From an optimization exercise on the open Yosys and OpenROAD flow, aimed at small area, a short achievable clock period and few clock cycles per item; shortcuts taken in it are not production practice.
In this exercise RTL edits were held to simulation tests only and were not proved equivalent to the original.
Power figures rest on the tool's default switching activity, not on a simulated workload.

==> inputs of v20 <==
==> flow/design.v (excerpt) <==
module seq_ack_window_tracker #(
  parameter int ACK_WIDTH    = 64,
  parameter int FLIGHT_DEPTH = 32,
  parameter int RX_WINDOW    = 128
) (
  input  wire logic                          clk,
  input  wire logic                          rst_n,
  input  wire logic                          cfg_wr_en,
  input  wire logic [sawt_pkg::SESS_W-1:0]   cfg_wr_data,
  input  wire logic                          in_valid,
  output logic                               in_stall,
  input  wire logic [1:0]                    in_operation,
  input  wire logic [sawt_pkg::SESS_W-1:0]   in_hdr_session,
  input  wire logic [sawt_pkg::SEQ_W-1:0]    in_hdr_seq,
  input  wire logic                          in_hdr_ack_valid,
  input  wire logic [sawt_pkg::SEQ_W-1:0]    in_hdr_highest_ack,
  input  wire logic [sawt_pkg::MASK_W-1:0]   in_hdr_ack_mask,
  output logic                               out_valid,
  input  wire logic                          out_stall,
  output logic                               out_kind,
  output logic [sawt_pkg::STS_W-1:0]         out_status,
  output logic [sawt_pkg::SEQ_W-1:0]         out_seq,
  output logic                               out_acked,
  output logic                               out_rx_seq_valid,
  output logic [sawt_pkg::SEQ_W-1:0]         out_rx_seq,
  output logic [sawt_pkg::MASK_W-1:0]        out_rx_bitmap,
  output logic                               out_connected,
  output logic                               out_last
);
==> flow/config.mk <==
export PLATFORM = sky130hd
export DESIGN_NAME = seq_ack_window_tracker
export DESIGN_NICKNAME = seq_ack_window_tracker
export VERILOG_FILES = /design/flow/design.v
export SDC_FILE = /design/flow/constraint.sdc
export NUM_CORES = 4
export LEC_CHECK = 0
export CAP_MARGIN = 20
export CORE_MARGIN = 2
export CORE_UTILIZATION = 65
export CTS_CLUSTER_DIAMETER = 100
export CTS_CLUSTER_SIZE = 24
export SETUP_SLACK_MARGIN = 4.0
export SLEW_MARGIN = 20
==> flow/constraint.sdc <==
create_clock -name core_clock -period 7.0 [get_ports {clk}]
set_input_delay 1.4000 -clock core_clock [delete_from_list [all_inputs] [get_ports {clk}]]
set_output_delay 1.4000 -clock core_clock [all_outputs]
set_load 0.01 [all_outputs]
run.sh (not shown) runs the stock make flow with config.mk's settings and CLKGATE_MAP_FILE= SYNTH_SCRIPT=/design/flow/synth_recipe.tcl, a recipe that flattens the netlist after the stock synthesis.
==> inputs of v12, as changes to v20 <==
--- a/flow/design.v
+++ b/flow/design.v
@@ -62,41 +62,55 @@
       for (int k = 0; k < (16 >> l); k++) begin
         gt[k] = gt[2*k+1] | (ge[2*k+1] & gt[2*k]);
         ge[k] = gt[2*k+1] | (ge[2*k+1] & ge[2*k]);
       end
     end
     ge25 = ge[0];
   endfunction
-  function automatic logic cy8(input logic [7:0] x, input logic [7:0] y,
-                               input logic cin, input int K);
-    logic [7:0] g;
-    logic [7:0] p;
-    g = '0;
-    p = '1;
-    for (int i = 0; i < K; i++) begin
-      g[i] = x[i] & y[i];
-      p[i] = x[i] | y[i];
+  function automatic logic ge8(input logic [7:0] a, input logic [7:0] b,
+                               input logic strict);
+    logic [7:0] gt;
+    logic [7:0] ge;
+    for (int i = 0; i < 8; i++) begin
+      gt[i] = a[i] & ~b[i];
+      ge[i] = a[i] | ~b[i];
     end
-    g[0] = g[0] | (p[0] & cin);
     for (int l = 0; l < 3; l++) begin
       for (int k = 0; k < (4 >> l); k++) begin
-        g[k] = g[2*k+1] | (p[2*k+1] & g[2*k]);
-        p[k] = p[2*k+1] & p[2*k];
+        gt[k] = gt[2*k+1] | (ge[2*k+1] & gt[2*k]);
+        ge[k] = gt[2*k+1] | (ge[2*k+1] & ge[2*k]);
       end
     end
-    cy8 = g[0];
+    ge8 = strict ? gt[0] : ge[0];
   endfunction
-  function automatic logic win25(input logic [SEQ_W:0] x, input logic [SEQ_W:0] y,
-                                 input logic cin, input int K);
-    logic ok;
-    ok = ((x[K] ^ y[K]) == cy8(x[7:0], y[7:0], cin, K));
-    for (int i = K + 1; i <= SEQ_W; i++) begin
-      ok = ok & ((x[i] ^ y[i]) == (x[i-1] | y[i-1]));
+  function automatic logic win25(input logic [SEQ_W:0] h, input logic [SEQ_W:0] p,
+                                 input int K, input logic strict);
+    logic eq0;
+    logic eq1;
+    logic lge;
+    logic [7:0] hl;
+    logic [7:0] pl;
+    eq0 = 1'b1;
+    eq1 = 1'b1;
+    for (int i = K; i <= SEQ_W; i++) begin
+      eq0 = eq0 & (h[i] == p[i]);
+      if (i == K) begin
+        eq1 = eq1 & ~(h[i] ^ ~p[i]);
+      end else begin
+        eq1 = eq1 & ((h[i] ^ ~p[i]) == (h[i-1] | ~p[i-1]));
+      end
+    end
+    hl = '0;
+    pl = '0;
+    for (int i = 0; i < K; i++) begin
+      hl[i] = h[i];
+      pl[i] = p[i];
     end
-    win25 = ok;
+    lge   = ge8(hl, pl, strict);
+    win25 = (eq0 & lge) | (eq1 & ~lge);
   endfunction
   function automatic logic [6:0] add7(input logic [6:0] x, input logic [6:0] y,
                                       input logic cin);
     logic [6:0] g;
     logic [6:0] p;
     logic [6:0] t;
     logic [6:0] h;
@@ -252,15 +266,15 @@
   logic [SW-1:0]   key_r;        
   logic [AW-1:0]   p2_cnt;
   logic [ACK_WIDTH-1:0] p2_mask;
   logic            p2_bupd;
   logic            p2_bclr;
   logic            p2_shz;
   logic [AW-1:0]   p2_sh;
-  logic [ND-1:0]   m_r;
+  logic [ND-1:0]   m_r;          
   logic            out_valid_r;
   logic            out_kind_r;
   logic [2:0]      out_status_r;
   logic [SW-1:0]   out_seq_r;
   logic            out_acked_r;
   logic            out_rxv_r;
   logic [SW-1:0]   out_rxs_r;
@@ -276,27 +290,27 @@
   logic [SW-1:0]   s_rxs;
   logic            s_rxb;
   logic            s_conn;
   logic [SW:0]   in_seq_x;
   logic          a_ok, b_ok, c_ok;
   always_comb begin
     in_seq_x = {1'b0, in_hdr_seq};
-    a_ok     = sawt_pkg::win25(in_seq_x, any_r ? ~{1'b0, last_r} : '0, 1'b0, 7);
-    b_ok     = sawt_pkg::win25(in_seq_x, ~{1'b0, inq_seq}, 1'b0, 7);
     c_ok     = (in_hdr_seq[SW-1:7] == '0);
+    a_ok     = any_r ? sawt_pkg::win25(in_seq_x, {1'b0, last_r}, 7, 1'b1) : c_ok;
+    b_ok     = sawt_pkg::win25(in_seq_x, {1'b0, inq_seq}, 7, 1'b1);
   end
   logic [SW:0] hx;
   logic        sa_ok, sb_ok;
   logic        sa_w, sb_w, sc_w;
   always_comb begin
     hx    = {1'b0, in_hdr_highest_ack};
     sa_ok = sawt_pkg::ge25(hx, pstart_r);
     sb_ok = !sawt_pkg::ge25({1'b0, inq_high}, hx);
-    sa_w  = sawt_pkg::win25(hx, ~pstart_r, 1'b1, AW) && !pstart_r[SW];
-    sb_w  = sawt_pkg::win25(hx, ~{1'b0, inq_high}, 1'b0, AW);
+    sa_w  = sawt_pkg::win25(hx, pstart_r, AW, 1'b0);
+    sb_w  = sawt_pkg::win25(hx, {1'b0, inq_high}, AW, 1'b1);
     sc_w  = (in_hdr_highest_ack[SW-1:AW] == '0);
   end
   function automatic logic [SW:0] fullnext(input logic [SW:0] ps);
     logic [SW:0] inc;
     inc      = sawt_pkg::inc25({6'b0, ps[SW-1:5]});
     fullnext = (ps[SW-1:0] == 24'hFFFFE0) ? {1'b1, 24'h0} :
                {1'b0, inc[SW-6:0], ps[4:0]};
@@ -332,15 +346,15 @@
   logic          out_free;
   logic          p2_step;
   logic [ND-1:0] hit;
   logic [ND-1:0] hit_oh;
   logic          hit_any, hit_nack, emit_note;
   always_comb begin
     logic seen;
-    hit  = m_r & used_r;
+    hit  = m_r;
     seen = 1'b0;
     for (int i = 0; i < ND; i++) begin
       hit_oh[i] = hit[i] && !seen;
       seen      = seen || hit[i];
     end
     hit_any   = seen;
     hit_nack  = |(hit_oh & noack_r);
@@ -527,15 +541,15 @@
       p2_shz  <= p1_sh[6] || (p1_sh == '0);
       p2_sts  <= sawt_pkg::STS_OK;
       p2_rx   <= d_alloc;
       p2_full <= d_full;
       p2_cur  <= d_alloc ? txn : pstart_r[SW-1:0];
       p2_cnt  <= d_full ? AW'(ND - 1) : p1_cnt[AW-1:0];
       p2_mask <= inq_mask;
-      m_r     <= match;
+      m_r     <= match & used_r;
       case (inq_op)
         sawt_pkg::OP_INCOMING: begin
           if (!inq_sok) begin
             p2_sts <= sawt_pkg::STS_BAD_SESSION;
           end else if (!q_rx_ok) begin
             p2_sts <= sawt_pkg::STS_BAD_SEQ;
           end else if (inq_ackv && q_fatal) begin
@@ -551,15 +565,15 @@
         end
         default: begin
         end
       endcase
     end else if (p2_step && p2_walk) begin
       p2_cur <= key_r;
       p2_cnt <= p2_cnt - AW'(1);
-      m_r    <= match;
+      m_r    <= match & used_r;
     end
     if (p1_go) begin
       wr_sel_r <= free_oh;
     end
     if (p2_walk_nxt) begin
       if (p1_go) begin
         key_r <= pst_inc[SW-1:0];
==> flow/config.mk (replaced) <==
export PLATFORM = sky130hd
export DESIGN_NAME = seq_ack_window_tracker
export DESIGN_NICKNAME = seq_ack_window_tracker
export VERILOG_FILES = /design/flow/design.v
export SDC_FILE = /design/flow/constraint.sdc
export NUM_CORES = 4
export LEC_CHECK = 0
export CAP_MARGIN = 20
export CORE_MARGIN = 2
export CORE_UTILIZATION = 58
export CTS_CLUSTER_DIAMETER = 100
export CTS_CLUSTER_SIZE = 24
export SETUP_SLACK_MARGIN = 4.2
export SLEW_MARGIN = 20
==> inputs of v26, as changes to v20 <==
--- a/flow/design.v
+++ b/flow/design.v
@@ -62,41 +62,55 @@
       for (int k = 0; k < (16 >> l); k++) begin
         gt[k] = gt[2*k+1] | (ge[2*k+1] & gt[2*k]);
         ge[k] = gt[2*k+1] | (ge[2*k+1] & ge[2*k]);
       end
     end
     ge25 = ge[0];
   endfunction
-  function automatic logic cy8(input logic [7:0] x, input logic [7:0] y,
-                               input logic cin, input int K);
-    logic [7:0] g;
-    logic [7:0] p;
-    g = '0;
-    p = '1;
-    for (int i = 0; i < K; i++) begin
-      g[i] = x[i] & y[i];
-      p[i] = x[i] | y[i];
+  function automatic logic ge8(input logic [7:0] a, input logic [7:0] b,
+                               input logic strict);
+    logic [7:0] gt;
+    logic [7:0] ge;
+    for (int i = 0; i < 8; i++) begin
+      gt[i] = a[i] & ~b[i];
+      ge[i] = a[i] | ~b[i];
     end
-    g[0] = g[0] | (p[0] & cin);
     for (int l = 0; l < 3; l++) begin
       for (int k = 0; k < (4 >> l); k++) begin
-        g[k] = g[2*k+1] | (p[2*k+1] & g[2*k]);
-        p[k] = p[2*k+1] & p[2*k];
+        gt[k] = gt[2*k+1] | (ge[2*k+1] & gt[2*k]);
+        ge[k] = gt[2*k+1] | (ge[2*k+1] & ge[2*k]);
       end
     end
-    cy8 = g[0];
+    ge8 = strict ? gt[0] : ge[0];
   endfunction
-  function automatic logic win25(input logic [SEQ_W:0] x, input logic [SEQ_W:0] y,
-                                 input logic cin, input int K);
-    logic ok;
-    ok = ((x[K] ^ y[K]) == cy8(x[7:0], y[7:0], cin, K));
-    for (int i = K + 1; i <= SEQ_W; i++) begin
-      ok = ok & ((x[i] ^ y[i]) == (x[i-1] | y[i-1]));
+  function automatic logic win25(input logic [SEQ_W:0] h, input logic [SEQ_W:0] p,
+                                 input int K, input logic strict);
+    logic eq0;
+    logic eq1;
+    logic lge;
+    logic [7:0] hl;
+    logic [7:0] pl;
+    eq0 = 1'b1;
+    eq1 = 1'b1;
+    for (int i = K; i <= SEQ_W; i++) begin
+      eq0 = eq0 & (h[i] == p[i]);
+      if (i == K) begin
+        eq1 = eq1 & ~(h[i] ^ ~p[i]);
+      end else begin
+        eq1 = eq1 & ((h[i] ^ ~p[i]) == (h[i-1] | ~p[i-1]));
+      end
+    end
+    hl = '0;
+    pl = '0;
+    for (int i = 0; i < K; i++) begin
+      hl[i] = h[i];
+      pl[i] = p[i];
     end
-    win25 = ok;
+    lge   = ge8(hl, pl, strict);
+    win25 = (eq0 & lge) | (eq1 & ~lge);
   endfunction
   function automatic logic [6:0] add7(input logic [6:0] x, input logic [6:0] y,
                                       input logic cin);
     logic [6:0] g;
     logic [6:0] p;
     logic [6:0] t;
     logic [6:0] h;
@@ -276,27 +290,27 @@
   logic [SW-1:0]   s_rxs;
   logic            s_rxb;
   logic            s_conn;
   logic [SW:0]   in_seq_x;
   logic          a_ok, b_ok, c_ok;
   always_comb begin
     in_seq_x = {1'b0, in_hdr_seq};
-    a_ok     = sawt_pkg::win25(in_seq_x, any_r ? ~{1'b0, last_r} : '0, 1'b0, 7);
-    b_ok     = sawt_pkg::win25(in_seq_x, ~{1'b0, inq_seq}, 1'b0, 7);
     c_ok     = (in_hdr_seq[SW-1:7] == '0);
+    a_ok     = any_r ? sawt_pkg::win25(in_seq_x, {1'b0, last_r}, 7, 1'b1) : c_ok;
+    b_ok     = sawt_pkg::win25(in_seq_x, {1'b0, inq_seq}, 7, 1'b1);
   end
   logic [SW:0] hx;
   logic        sa_ok, sb_ok;
   logic        sa_w, sb_w, sc_w;
   always_comb begin
     hx    = {1'b0, in_hdr_highest_ack};
     sa_ok = sawt_pkg::ge25(hx, pstart_r);
     sb_ok = !sawt_pkg::ge25({1'b0, inq_high}, hx);
-    sa_w  = sawt_pkg::win25(hx, ~pstart_r, 1'b1, AW) && !pstart_r[SW];
-    sb_w  = sawt_pkg::win25(hx, ~{1'b0, inq_high}, 1'b0, AW);
+    sa_w  = sawt_pkg::win25(hx, pstart_r, AW, 1'b0);
+    sb_w  = sawt_pkg::win25(hx, {1'b0, inq_high}, AW, 1'b1);
     sc_w  = (in_hdr_highest_ack[SW-1:AW] == '0);
   end
   function automatic logic [SW:0] fullnext(input logic [SW:0] ps);
     logic [SW:0] inc;
     inc      = sawt_pkg::inc25({6'b0, ps[SW-1:5]});
     fullnext = (ps[SW-1:0] == 24'hFFFFE0) ? {1'b1, 24'h0} :
                {1'b0, inc[SW-6:0], ps[4:0]};
--- a/flow/config.mk
+++ b/flow/config.mk
@@ -6,9 +6,9 @@
 export NUM_CORES = 4
 export LEC_CHECK = 0
 export CAP_MARGIN = 20
 export CORE_MARGIN = 2
 export CORE_UTILIZATION = 65
 export CTS_CLUSTER_DIAMETER = 100
 export CTS_CLUSTER_SIZE = 24
-export SETUP_SLACK_MARGIN = 4.0
+export SETUP_SLACK_MARGIN = 4.5
 export SLEW_MARGIN = 20
==> notes <==
- Fmax: v20 < v26 < v12.
- Synthesized cell count: v26 < v12 < v20.
- In sequential cell count, v26 and v20 do not differ.
- Sequential share of layout area, lowest first: v26, v12, v20.
- Core utilization, lowest first: v12, v20, v26.
- Non-clock buffer count, highest first: v26, v12, v20.
- Via count, lowest first: v20, v12, v26.
- Against v26, the global-route usage of v12 is lower by 4.9 points.
- Register-to-register slack: v20 < v26 < v12.
- In sequential power, v20 and v26 hardly differ.
- In die area, v20 and v26 hardly differ.
==> figures <==
Status: v26 timing/DRC/antenna clean; v12 timing/DRC/antenna clean; v20 timing/DRC/antenna clean
Iteration count of the initial detailed-routing pass: v26 13; v12 6; v20 6
Combinational fraction of design power: v26 13.3%; v12 11.8%; v20 12.4%
Critical path startpoint category: v26 flop; v12 flop; v20 primary input
Proportion of power drawn by flip-flops and latches: v26 57.9%; v12 58.8%; v20 58.8%
Vertical die dimension: v26 330.9 um; v12 350.3 um; v20 331.2 um
Number of filler cells placed in the layout: v26 6,389; v12 9,004; v20 7,278
Placed wire-length estimate: v26 121,400 um; v12 126,600 um; v20 121,900 um
Number of tap cells inserted: v26 1,391; v12 1,612; v20 1,403
Multiplexer area fraction after synthesis: v26 4.243%; v12 4.262%; v20 3.881%
Cell count after placement: v26 6,822; v12 7,072; v20 6,893
Count of non-CTS inverters in the layout: v26 198; v12 183; v20 185
Post-route fraction of the period consumed by the critical path: v26 41.30%; v12 40.74%; v20 44.98%
Horizontal extent of the die: v26 330.9 um; v12 350.3 um; v20 331.2 um
Static Leak: v26 29.93 nW; v12 28.20 nW; v20 28.32 nW
Number of vias per cell: v26 6.876; v12 6.404; v20 6.577
Non-filler instance count after layout: v26 7,218; v12 7,280; v20 7,081
Number of global-route vias before repair: v26 45.23k; v12 43.55k; v20 43.50k
Wire length of the first global-routing pass: v26 308,600 um; v12 303,200 um; v20 291,000 um
Site row count: v26 119; v12 127; v20 120
Cell with the largest stage delay on the worst path: v26 sky130_fd_sc_hd__o31ai_1; v12 sky130_fd_sc_hd__edfxtp_1; v20 sky130_fd_sc_hd__or4_4
Power attributed to the clock group: v26 4.87 mW; v12 4.90 mW; v20 4.81 mW
Crit path arrival time: v26 3530 ps; v12 1450 ps; v20 3620 ps
Testbench counts of v20, summed over its fixed seeds: cycles 11,803, items 8,000.
Testbench counts of v12, summed over its fixed seeds: cycles 11,803, items 8,000.
Testbench counts of v26, summed over its fixed seeds: cycles 11,803, items 8,000.

-- afterwards: timing with drivers on the ports --
The flow's constraints put no driver on any port. The routed layouts listed below were extracted and timed again, unchanged, in two steps. Step 1 (the two cells are an assumption about what drives the block):
set clk [get_ports {clk}]
set_driving_cell -lib_cell sky130_fd_sc_hd__clkbuf_16 $clk
set_driving_cell -lib_cell sky130_fd_sc_hd__buf_2 [delete_from_list [all_inputs] $clk]
Step 2 moves the port delays by t, midway between the first and last clock arrival at a register: inputs arrive t later, outputs are due t later. That takes back most of the time a late clock gives input paths. Slacks: ideal ports / drivers / drivers and shift; pairs: ideal ports / drivers.
run	t, ns	setup WS [ns]	clock arrival spread, ns	pins driven straight from the clock port
v20	0.766	3.851 / 3.868 / 3.127	0.041 / 0.041	1
v12	0.764	4.148 / 4.071 / 3.466	0.039 / 0.040	1
v26	0.792	4.109 / 4.109 / 3.394	0.043 / 0.044	1
After both steps every run listed still meets setup and hold. For v20, which loses most, drivers alone change the setup slack by +0.017 ns; drivers and shift together by -0.724 ns.
